This is an optimization exercise on Yosys and OpenROAD, whose aim is small area and a short achievable clock period, not a production implementation.
The RTL was checked by simulation tests, not by an equivalence proof against the original design.
Power figures rest on the tool's default switching activity, not on a simulated workload.

Setup of run G:
## regfile_sb
module regfile_sb
#(
    parameter int DATA_W  = rf_pkg::DefDataW,
    parameter int ADDR_W  = rf_pkg::DefAddrW,
    parameter int NUM_RD  = 3,
    parameter int NUM_WR  = 2,
    parameter bit ZERO_R0 = 1'b1
) (
    input  logic                     clk,
    input  logic                     rst,
    input  logic                     alloc_en,
    input  logic [ADDR_W-1:0]        alloc_addr,
    output logic                     alloc_ok,
    input  logic [NUM_WR-1:0]        we,
    input  logic [NUM_WR*ADDR_W-1:0] waddr,
    input  logic [NUM_WR*DATA_W-1:0] wdata,
    input  logic [NUM_RD-1:0]        re,
    input  logic [NUM_RD*ADDR_W-1:0] raddr,
    output logic [NUM_RD*DATA_W-1:0] rdata,
    output logic [NUM_RD-1:0]        rrdy,
    output logic [ADDR_W:0]          pend_cnt
);
    localparam int Depth = 2 ** ADDR_W;
    logic [DATA_W-1:0] regs [Depth];
    logic [ADDR_W-1:0] wa [NUM_WR];
    logic [DATA_W-1:0] wd [NUM_WR];
    logic [NUM_WR-1:0] wr_eff;
    logic [ADDR_W-1:0] ra [NUM_RD];
    logic [DATA_W-1:0] rd [NUM_RD];
    always_comb begin
        for (int i = 0; i < NUM_WR; i++) begin
            wa[i] = waddr[i * ADDR_W +: ADDR_W];
            wd[i] = wdata[i * DATA_W +: DATA_W];
            wr_eff[i] = we[i] && !rst && !(ZERO_R0 && wa[i] == '0);
        end
    end
    always_ff @(posedge clk) begin
        if (rst) begin
            for (int a = 0; a < Depth; a++) regs[a] <= '0;
        end else begin
            for (int i = 0; i < NUM_WR; i++)
                if (wr_eff[i]) regs[wa[i]] <= wd[i];
        end
    end
    always_comb begin
        rdata = '0;
        for (int k = 0; k < NUM_RD; k++) begin
            ra[k] = raddr[k * ADDR_W +: ADDR_W];
            rd[k] = regs[ra[k]];
  ...
==> module rf_scoreboard, before the edit <==
module rf_scoreboard
#(
    parameter int ADDR_W  = rf_pkg::DefAddrW,
    parameter int NUM_RD  = 3,
    parameter int NUM_WR  = 2,
    parameter bit ZERO_R0 = 1'b1
) (
    input  logic                     clk,
    input  logic                     rst,
    input  logic                     alloc_en,
    input  logic [ADDR_W-1:0]        alloc_addr,
    output logic                     alloc_ok,
    input  logic [NUM_WR-1:0]        wr_en,
    input  logic [NUM_WR*ADDR_W-1:0] waddr,
    input  logic [NUM_RD-1:0]        re,
    input  logic [NUM_RD*ADDR_W-1:0] raddr,
    output logic [NUM_RD-1:0]        rrdy,
    output logic [ADDR_W:0]          pend_cnt
);
    localparam int Depth = 2 ** ADDR_W;
    logic [Depth-1:0]  pending;
    logic [Depth-1:0]  clr;
    logic [Depth-1:0]  set;
    logic [Depth-1:0]  pend_nxt;
    logic [ADDR_W:0]   cnt_nxt;
    logic              alloc_zero;
    logic [ADDR_W-1:0] ra [NUM_RD];
    always_comb begin
        clr = '0;
        for (int i = 0; i < NUM_WR; i++)
            if (wr_en[i]) clr[waddr[i * ADDR_W +: ADDR_W]] = 1'b1;
        alloc_zero = ZERO_R0 && alloc_addr == '0;
        alloc_ok = !rst && alloc_en && (alloc_zero || !pending[alloc_addr] || clr[alloc_addr]);
        set = '0;
        set[alloc_addr] = alloc_ok && !alloc_zero;
        pend_nxt = rst ? '0 : (pending & ~clr) | set;
        cnt_nxt = '0;
        for (int a = 0; a < Depth; a++)
            cnt_nxt = cnt_nxt + (ADDR_W+1)'(pend_nxt[a]);
        for (int k = 0; k < NUM_RD; k++) begin
            ra[k] = raddr[k * ADDR_W +: ADDR_W];
            rrdy[k] = !rst && (!re[k] || (ZERO_R0 && ra[k] == '0) || !pending[ra[k]] || clr[ra[k]]);
        end
    end
    always_ff @(posedge clk) begin
        pending  <= pend_nxt;
        pend_cnt <= cnt_nxt;
    end
endmodule
export LEC_CHECK = 0
export CAP_MARGIN = 20
export CORE_MARGIN = 2
export CORE_UTILIZATION = 40
export SLEW_MARGIN = 20
create_clock -name core_clock -period 9.5 [get_ports {clk}]
run.sh (not shown) runs the stock make flow with config.mk's settings and CLKGATE_MAP_FILE= SYNTH_SCRIPT=/design/flow/synth_recipe.tcl, a recipe that flattens the netlist after the stock synthesis.
Run G went all the way through the flow, and no timing, DRC or antenna check failed.
The inputs of run R differ from those of run G as listed below.
--- a/flow/design.v
+++ b/flow/design.v
@@ -29,30 +29,41 @@
     logic [Depth-1:0]  pending;
     logic [Depth-1:0]  clr;
     logic [Depth-1:0]  set;
-    logic [Depth-1:0]  pend_nxt;
-    logic [ADDR_W:0]   cnt_nxt;
-    logic              alloc_zero;
-    logic [ADDR_W-1:0] ra [NUM_RD];
-    always_comb begin
-        clr = '0;
-        for (int i = 0; i < NUM_WR; i++)
-            if (wr_en[i]) clr[waddr[i * ADDR_W +: ADDR_W]] = 1'b1;
-        alloc_zero = ZERO_R0 && alloc_addr == '0;
-        alloc_ok = !rst && alloc_en && (alloc_zero || !pending[alloc_addr] || clr[alloc_addr]);
-        set = '0;
-        set[alloc_addr] = alloc_ok && !alloc_zero;
-        pend_nxt = rst ? '0 : (pending & ~clr) | set;
-        cnt_nxt = '0;
-        for (int a = 0; a < Depth; a++)
-            cnt_nxt = cnt_nxt + (ADDR_W+1)'(pend_nxt[a]);
-        for (int k = 0; k < NUM_RD; k++) begin
-            ra[k] = raddr[k * ADDR_W +: ADDR_W];
-            rrdy[k] = !rst && (!re[k] || (ZERO_R0 && ra[k] == '0) || !pending[ra[k]] || clr[ra[k]]);
+    logic [ADDR_W-1:0] wa0, wa1;
+    logic              alloc_zero, alloc_hitw, alloc_pend, inc, dec0, dec1;
+    assign wa0 = waddr[0 +: ADDR_W];
+    assign wa1 = waddr[ADDR_W +: ADDR_W];
+    assign alloc_zero = (alloc_addr == '0);
+    assign alloc_hitw = (wr_en[0] && wa0 == alloc_addr) || (wr_en[1] && wa1 == alloc_addr);
+    assign alloc_pend = pending[alloc_addr];
+    assign alloc_ok   = !rst && alloc_en && (alloc_zero || !alloc_pend || alloc_hitw);
+    genvar a, k;
+    generate
+        assign pending[0] = 1'b0;
+        assign clr[0] = 1'b0;
+        assign set[0] = 1'b0;
+        for (a = 1; a < Depth; a++) begin : g_pend
+            logic p;
+            assign clr[a] = (wr_en[0] && wa0 == a) || (wr_en[1] && wa1 == a);
+            assign set[a] = alloc_ok && (alloc_addr == a);
+            always_ff @(posedge clk)
+                p <= !rst && ((p && !clr[a]) || set[a]);
+            assign pending[a] = p;
         end
-    end
+        for (k = 0; k < NUM_RD; k++) begin : g_rdy
+            logic [ADDR_W-1:0] ra;
+            assign ra = raddr[k * ADDR_W +: ADDR_W];
+            assign rrdy[k] = !rst && (!re[k] || ra == '0 || !pending[ra] ||
+                                      (wr_en[0] && wa0 == ra) || (wr_en[1] && wa1 == ra));
+        end
+    endgenerate
+    assign inc  = alloc_ok && !alloc_zero && !alloc_pend;
+    assign dec0 = wr_en[0] && pending[wa0] && !(alloc_ok && alloc_addr == wa0);
+    assign dec1 = wr_en[1] && pending[wa1] && !(alloc_ok && alloc_addr == wa1) &&
+                  !(wr_en[0] && wa0 == wa1);
     always_ff @(posedge clk) begin
-        pending  <= pend_nxt;
-        pend_cnt <= cnt_nxt;
+        if (rst) pend_cnt <= '0;
+        else     pend_cnt <= pend_cnt + (ADDR_W+1)'(inc) - (ADDR_W+1)'(dec0) - (ADDR_W+1)'(dec1);
     end
 endmodule
 module regfile_sb
Die area: higher on run G. Changes observed in run R relative to run G: total of flip-flops plus latches after synthesis closely matched the old numbers, final worst hold slack went down 0.053 ns. Run R vs run G, area taken by multi-input logic gates went down by 9.3%. Diff run G -> run R | sum of routed wire segments on met1 | decrease of about 22%. NOTE: share of total power consumed by net switching in run R falls short of that of run G. Compared with run G, maximum frequency from static timing analysis in run R increased by a little under 10%. Going from run G to run R, the power drawn by the clock network was found to have gone up by about 1%. Re layout multi-input combinational cell count: run R is about 37% down on run G. In run R, critical path depth is lower than in run G. Diff run R and run G: power density of the placed cells higher in run R. Cell area | run R vs run G | run R smaller. Of run R and run G, the lower synthesized area per cell belongs to run G. In run R, the sequential share of layout area came out 2.5 points above the value in run G.

-- static timing again, ports no longer ideal --
Ports are ideal in the flow. The routed layouts listed here were re-timed in OpenROAD.
Step 1 (the two cells are an assumption about what drives the block):
set clk [get_ports {clk}]
set_driving_cell -lib_cell sky130_fd_sc_hd__clkbuf_16 $clk
set_driving_cell -lib_cell sky130_fd_sc_hd__buf_2 [delete_from_list [all_inputs] $clk]
Step 2 also shifts input and output timing later by t, the mid clock arrival at the registers, as if the neighbouring blocks saw the same clock.
Three values: ideal ports, drivers, drivers and shift; two values: the first two.
run | t, ns | setup WS [ns] | hold WS [ns] | worst register clock-pin slew, ns | worst slew at a driven data input, ns
run G | 0.889 | 0.334 / 0.395 / -0.494 | 0.619 / 0.619 / 0.619 | 0.07 / 0.07 | 0.08
run R | 0.860 | 1.057 / 1.033 / 1.033 | 0.566 / 0.566 / 0.566 | 0.07 / 0.07 | 0.07
With both steps, setup timing fails in run G, where it was met with ideal ports. The setup slack of run G, which loses most, moves by +0.061 ns with the drivers and by -0.828 ns with both steps.
